Background: an optimization exercise with open tools, aiming at small area. Do not read the settings as production practice.
Only simulation tests tie the RTL to the original design; equivalence was not proved.
Power and IR drop assume default switching activity.

==> flow/design.v <==
module controller (
   input  logic [5:0] op,
   input  logic [5:0] func,
   output logic       regdst,
   output logic       link,
   output logic       alusrc,
   output logic       expand,
   output logic [4:0] code
);
   always_comb begin
      regdst = 1'b0;
      link   = 1'b0;
      alusrc = 1'b0;
      expand = 1'b0;
      code   = '0;
      case (op)
         6'h00: begin
            if (func == 6'h08) begin
               code[2] = 1'b1;
            end else begin
               regdst  = 1'b1;
               code[1] = 1'b1;
            end
         end
         6'h02: code[0] = 1'b1;
         6'h03: begin
            link      = 1'b1;
            code[1:0] = 2'b11;
         end
         6'h04, 6'h05: begin
            expand  = 1'b1;
            code[3] = 1'b1;
         end
         6'h08, 6'h09: begin
            alusrc  = 1'b1;
            expand  = 1'b1;
            code[1] = 1'b1;
         end
         6'h0C, 6'h0D: begin
            alusrc  = 1'b1;
            code[1] = 1'b1;
         end
         6'h20, 6'h21, 6'h23, 6'h24, 6'h25: begin
            alusrc    = 1'b1;
            expand    = 1'b1;
            code[4]   = 1'b1;
            code[2]   = !op[2];
            code[1:0] = {op[1] & op[0], !op[1] & op[0]};
         end
         6'h28, 6'h29, 6'h2B: begin
            alusrc    = 1'b1;
            expand    = 1'b1;
            code[4]   = 1'b1;
            code[3]   = 1'b1;
            code[1:0] = {op[1] & op[0], !op[1] & op[0]};
         end
         default: begin
         end
      endcase
   end
endmodule
module regfile_bypass (
   input  logic [4:0]    ra,
   input  logic          we,
   input  logic [4:0]    wa,
   input  logic [31:0]   wd,
   input  logic [1023:32] regs_flat,
   output logic [31:0]   rd
);
   logic        byp;
   logic [31:0] sel_lo, sel_hi;
   assign byp = we && (wa == ra) && (ra != '0);
   rf_sel_dec u_dec_lo (.ra (ra), .byp (byp), .sel (sel_lo));
   rf_sel_dec u_dec_hi (.ra (ra), .byp (byp), .sel (sel_hi));
   for (genvar b = 0; b < 32; b++) begin : g_bit
      logic [31:0] col;
      assign col[0] = wd[b];
      for (genvar i = 1; i < 32; i++) begin : g_col
         assign col[i] = regs_flat[32*i + b];
      end
      rf_read_bit u_bit (
         .sel (b < 16 ? sel_lo : sel_hi),
         .d   (col),
         .y   (rd[b])
      );
   end
endmodule
module rf_read_bit (
   input  logic [31:0] sel,
   input  logic [31:0] d,
   output logic        y
);
   logic [10:0] n;
   for (genvar k = 0; k < 10; k++) begin : g_aoi
      rf_aoi222 u_aoi (
         .a0 (sel[3*k]),   .b0 (d[3*k]),
         .a1 (sel[3*k+1]), .b1 (d[3*k+1]),
         .a2 (sel[3*k+2]), .b2 (d[3*k+2]),
         .y  (n[k])
      );
   end
   rf_aoi22 u_aoi_last (
      .a0 (sel[30]), .b0 (d[30]),
      .a1 (sel[31]), .b1 (d[31]),
      .y  (n[10])
   );
   assign y = !(&n);
endmodule
module rf_aoi222 (
   input  logic a0, b0, a1, b1, a2, b2,
   output logic y
);
   assign y = !((a0 && b0) || (a1 && b1) || (a2 && b2));
endmodule
module rf_aoi22 (
   input  logic a0, b0, a1, b1,
   output logic y
);
   assign y = !((a0 && b0) || (a1 && b1));
endmodule
module rf_sel_dec (
   input  logic [4:0]  ra,
   input  logic        byp,
   output logic [31:0] sel
);
   always_comb begin
      sel[0] = byp;
      for (int i = 1; i < 32; i++) begin
         sel[i] = (ra == 5'(i)) && !byp;
      end
   end
endmodule
module decode_stage_pipe (
   input  logic        clock,
   input  logic        reset,
   input  logic        id_valid,
   output logic        id_ready,
   input  logic [5:0]  op,
   input  logic [5:0]  func,
   input  logic [4:0]  rs,
   input  logic [4:0]  rt,
   input  logic [4:0]  rd,
   input  logic [15:0] imm,
   input  logic        wb_en,
   input  logic [4:0]  wb_addr,
   input  logic [31:0] wb_data,
   input  logic        flush,
   input  logic        ex_ready,
   output logic        ex_valid,
   output logic [31:0] ex_alu_data_1,
   output logic [31:0] ex_alu_data_2,
   output logic [31:0] ex_reg_data_2,
   output logic [31:0] ex_expand_imm,
   output logic [4:0]  ex_rw,
   output logic [10:0] ex_ctrl
);
   logic        regdst;
   logic        link;
   logic        alusrc;
   logic        expand;
   logic [4:0]  code;
   logic [31:0] rs_data;
   logic [31:0] rt_data;
   logic [4:0]  rw;
   logic        advance;
   logic        hz;
   logic        rw_nz;
   logic [31:0]    regs [1:31];
   logic [31:1]    rf_we_lo, rf_we_hi;
   logic [31:0]    rf_wd;
   logic [1023:32] regs_flat;
   rf_we_dec u_we_lo (.reset (reset), .we (wb_en), .wa (wb_addr), .wen (rf_we_lo));
   rf_we_dec u_we_hi (.reset (reset), .we (wb_en), .wa (wb_addr), .wen (rf_we_hi));
   always_comb begin
      for (int i = 1; i < 32; i++) begin
         regs_flat[32*i +: 32] = regs[i];
      end
   end
   assign rf_wd = reset ? wb_data : '0;
   always_ff @(posedge clock) begin
      for (int i = 1; i < 32; i++) begin
         if (rf_we_lo[i]) regs[i][15:0]  <= rf_wd[15:0];
         if (rf_we_hi[i]) regs[i][31:16] <= rf_wd[31:16];
      end
   end
   regfile_bypass u_rd1 (
      .ra        (rs),
      .we        (wb_en),
      .wa        (wb_addr),
      .wd        (wb_data),
      .regs_flat (regs_flat),
      .rd        (rs_data)
   );
   regfile_bypass u_rd2 (
      .ra        (rt),
      .we        (wb_en),
      .wa        (wb_addr),
      .wd        (wb_data),
      .regs_flat (regs_flat),
      .rd        (rt_data)
   );
   controller u_ctrl (
      .op     (op),
      .func   (func),
      .regdst (regdst),
      .link   (link),
      .alusrc (alusrc),
      .expand (expand),
      .code   (code)
   );
   logic        ex_valid_q;
   logic [31:0] ex_a1_q;
   logic [31:0] ex_rt_q;
   logic [15:0] ex_imm_q;
   logic        ex_sign_q;
   logic        ex_alusrc_q;
   logic [4:0]  ex_rw_q;
   logic [4:0]  ex_c_q;
   assign rw = regdst ? rd : (link ? 5'd31 : rt);
   assign rw_nz    = (ex_rw_q != '0);
   assign hz       = ex_valid_q && ex_c_q[4] && !ex_c_q[3] && rw_nz &&
                     ((ex_rw_q == rs) || (ex_rw_q == rt));
   assign advance  = !ex_valid_q || ex_ready;
   assign id_ready = reset && (flush || (advance && !hz));
   always_ff @(posedge clock) begin
      if (!reset || flush) begin
         ex_valid_q <= 1'b0;
      end else if (advance) begin
         ex_valid_q <= id_valid && !hz;
      end
   end
   always_ff @(posedge clock) begin
      if (advance) begin
         ex_a1_q     <= rs_data;
         ex_rt_q     <= rt_data;
         ex_imm_q    <= imm;
         ex_sign_q   <= expand && imm[15];
         ex_alusrc_q <= alusrc;
         ex_rw_q     <= rw;
         ex_c_q      <= code;
      end
   end
   logic [31:0] ext_imm;
   assign ext_imm = {{16{ex_sign_q}}, ex_imm_q};
   assign ex_valid      = ex_valid_q;
   assign ex_alu_data_1 = ex_a1_q;
   assign ex_alu_data_2 = ex_alusrc_q ? ext_imm : ex_rt_q;
   assign ex_reg_data_2 = ex_rt_q;
   assign ex_expand_imm = ext_imm;
   assign ex_rw         = ex_rw_q;
   logic v, m;
   assign v = ex_valid_q;
   assign m = ex_c_q[4];
   assign ex_ctrl[10] = v && rw_nz && (m ? !ex_c_q[3] : ex_c_q[1]);
   assign ex_ctrl[9]  = v && !m && ex_c_q[3];
   assign ex_ctrl[8]  = v && m && !ex_c_q[3];
   assign ex_ctrl[7]  = v && m && ex_c_q[3];
   assign ex_ctrl[6]  = v && m && !ex_c_q[3];
   assign ex_ctrl[5]  = v && !m && ex_c_q[2];
   assign ex_ctrl[4]  = v && m && ex_c_q[2];
   assign ex_ctrl[3]  = v && m && ex_c_q[1];
   assign ex_ctrl[2]  = v && m && ex_c_q[0];
   assign ex_ctrl[1]  = v && !m && ex_c_q[1] && ex_c_q[0];
   assign ex_ctrl[0]  = v && !m && ex_c_q[0];
endmodule
module rf_we_dec (
   input  logic        reset,
   input  logic        we,
   input  logic [4:0]  wa,
   output logic [31:1] wen
);
   always_comb begin
      for (int i = 1; i < 32; i++) begin
         wen[i] = !reset || (we && (wa == 5'(i)));
      end
   end
endmodule
clock: 5.0 ns
lec_check: 0
cap_margin: 20
core_margin: 2
core_utilization: 55
cts_buf_list: sky130_fd_sc_hd__clkbuf_8
cts_cluster_diameter: 80
cts_cluster_size: 16
slew_margin: 20
synth_hierarchical: 1
buffer_ports_args: -buffer_cell sky130_fd_sc_hd__buf_1
cts_args: -sink_clustering_enable -repair_clock_nets -dont_use_dummy_load -buf_list {sky130_fd_sc_hd__clkbuf_8} -sink_clustering_size 16 -sink_clustering_max_diameter 80
standard.sh (not shown) runs the stock make flow with config.mk's settings and CLKGATE_MAP_FILE= SYNTH_SCRIPT=/design/flow/synth_recipe.tcl, a recipe that flattens the netlist after the stock synthesis.
==> flow/flow/run.sh <==
#!/bin/bash
# Own flow: the standard layout (standard.sh) with two changes to how it is made:
#  - the port buffers that buffer_ports inserts are buf_1 cells;
#  - CTS does not add dummy loads.
# Each step's full output goes to ORFS's own logs under orfs/logs; make's output to make.log.
set -euo pipefail
cat >> config.mk <<'EOC'
export BUFFER_PORTS_ARGS = -buffer_cell sky130_fd_sc_hd__buf_1
export CTS_ARGS = -sink_clustering_enable -repair_clock_nets -dont_use_dummy_load -buf_list {sky130_fd_sc_hd__clkbuf_8} -sink_clustering_size 16 -sink_clustering_max_diameter 80
EOC
bash standard.sh > make.log 2>&1
Then changed:
--- a/flow/flow/run.sh
+++ b/flow/flow/run.sh
@@ -2 +2 @@
-# Own flow: the standard layout (standard.sh) with two changes to how it is made:
+# Own flow: the standard layout (standard.sh) with these changes to how it is made:
@@ -4 +4,2 @@
-#  - CTS does not add dummy loads.
+#  - CTS does not add dummy loads;
+#  - after global routing, cells off the critical paths are downsized (RECOVER_POWER).
@@ -9,0 +11 @@
+export RECOVER_POWER = 100
RECOVER_POWER = 100   (was default)
Result: Now the flow completed and failed the layout checks on max-capacitance violations, max-slew violations. Worst setup slack loses 0.42 ns. Final area fell by 1.0%. Critical path depth fell by 2. Utilization fell by 0.64 points. Routed wire length stays flat. Hold slack loses 0.0037 ns. Sequential power barely changes. Power barely changes. Final cell count hardly moves. Register-to-register slack loses 0.82 ns. Global-route usage is unchanged.
Then changed:
==> flow/run.sh (new file) <==
#!/bin/bash
# synth_recipe.tcl (not shown) runs the flow's synth.tcl, then flattens the netlist and writes it again
# the make line also repeats each setting of config.mk as NAME=value (left out here)
make -C /OpenROAD-flow-scripts/flow DESIGN_CONFIG=/design/flow/config.mk WORK_HOME=/design/flow/orfs CLKGATE_MAP_FILE= SYNTH_SCRIPT=/design/flow/synth_recipe.tcl finish
BUFFER_PORTS_ARGS = default   (was -buffer_cell sky130_fd_sc_hd__buf_1)
CTS_ARGS = default   (was -sink_clustering_enable -repair_clock_nets -dont_use_dummy_load -buf_list {sky130_fd_sc_hd__clkbuf_8} -sink_clustering_size 16 -sink_clustering_max_diameter 80)
RECOVER_POWER = default   (was 100)
removed: flow/flow/run.sh
removed: flow/standard.sh
After rerunning:
- The changed run went through all stages and came out clean
- worst hold slack improves by 0.20 ns
- sequential share of layout area falls by 2.7 points
- register-to-register slack improves by 0.74 ns
- total power rises by 1.7%
- clock skew shrinks by 0.010 ns
- via count falls by 0.58%
- cell area came out higher by 4.2%
- clock power went up by about 1%
- sequential power stays flat

==> afterwards: timing with drivers on the ports <==
Ports are ideal in the flow. The routed layouts listed here were re-timed in OpenROAD.
Step 1 assumes that a clkbuf_16 drives the clock port and a buf_2 every other input.
Step 2, shift: input delay + t, output delay - t, t = (earliest + latest rising clock arrival at the registers) / 2. This alone moves slack from input paths to output paths.
Three values: ideal, step 1, step 2; two values: the first two.
run | t, ns | slack for setup (ns) | slew at the worst register clock pin (ns)
the first run | 0.780 | 0.817 / 0.840 / 0.059 | 0.11 / 0.11
the second run | 0.782 | 0.396 / 0.441 / -0.341 | 0.11 / 0.11
the third run | 0.784 | 0.384 / 0.424 / -0.359 | 0.12 / 0.12
The setup slack of the first run, which loses most, moves by +0.023 ns with the drivers and by -0.758 ns with both steps.
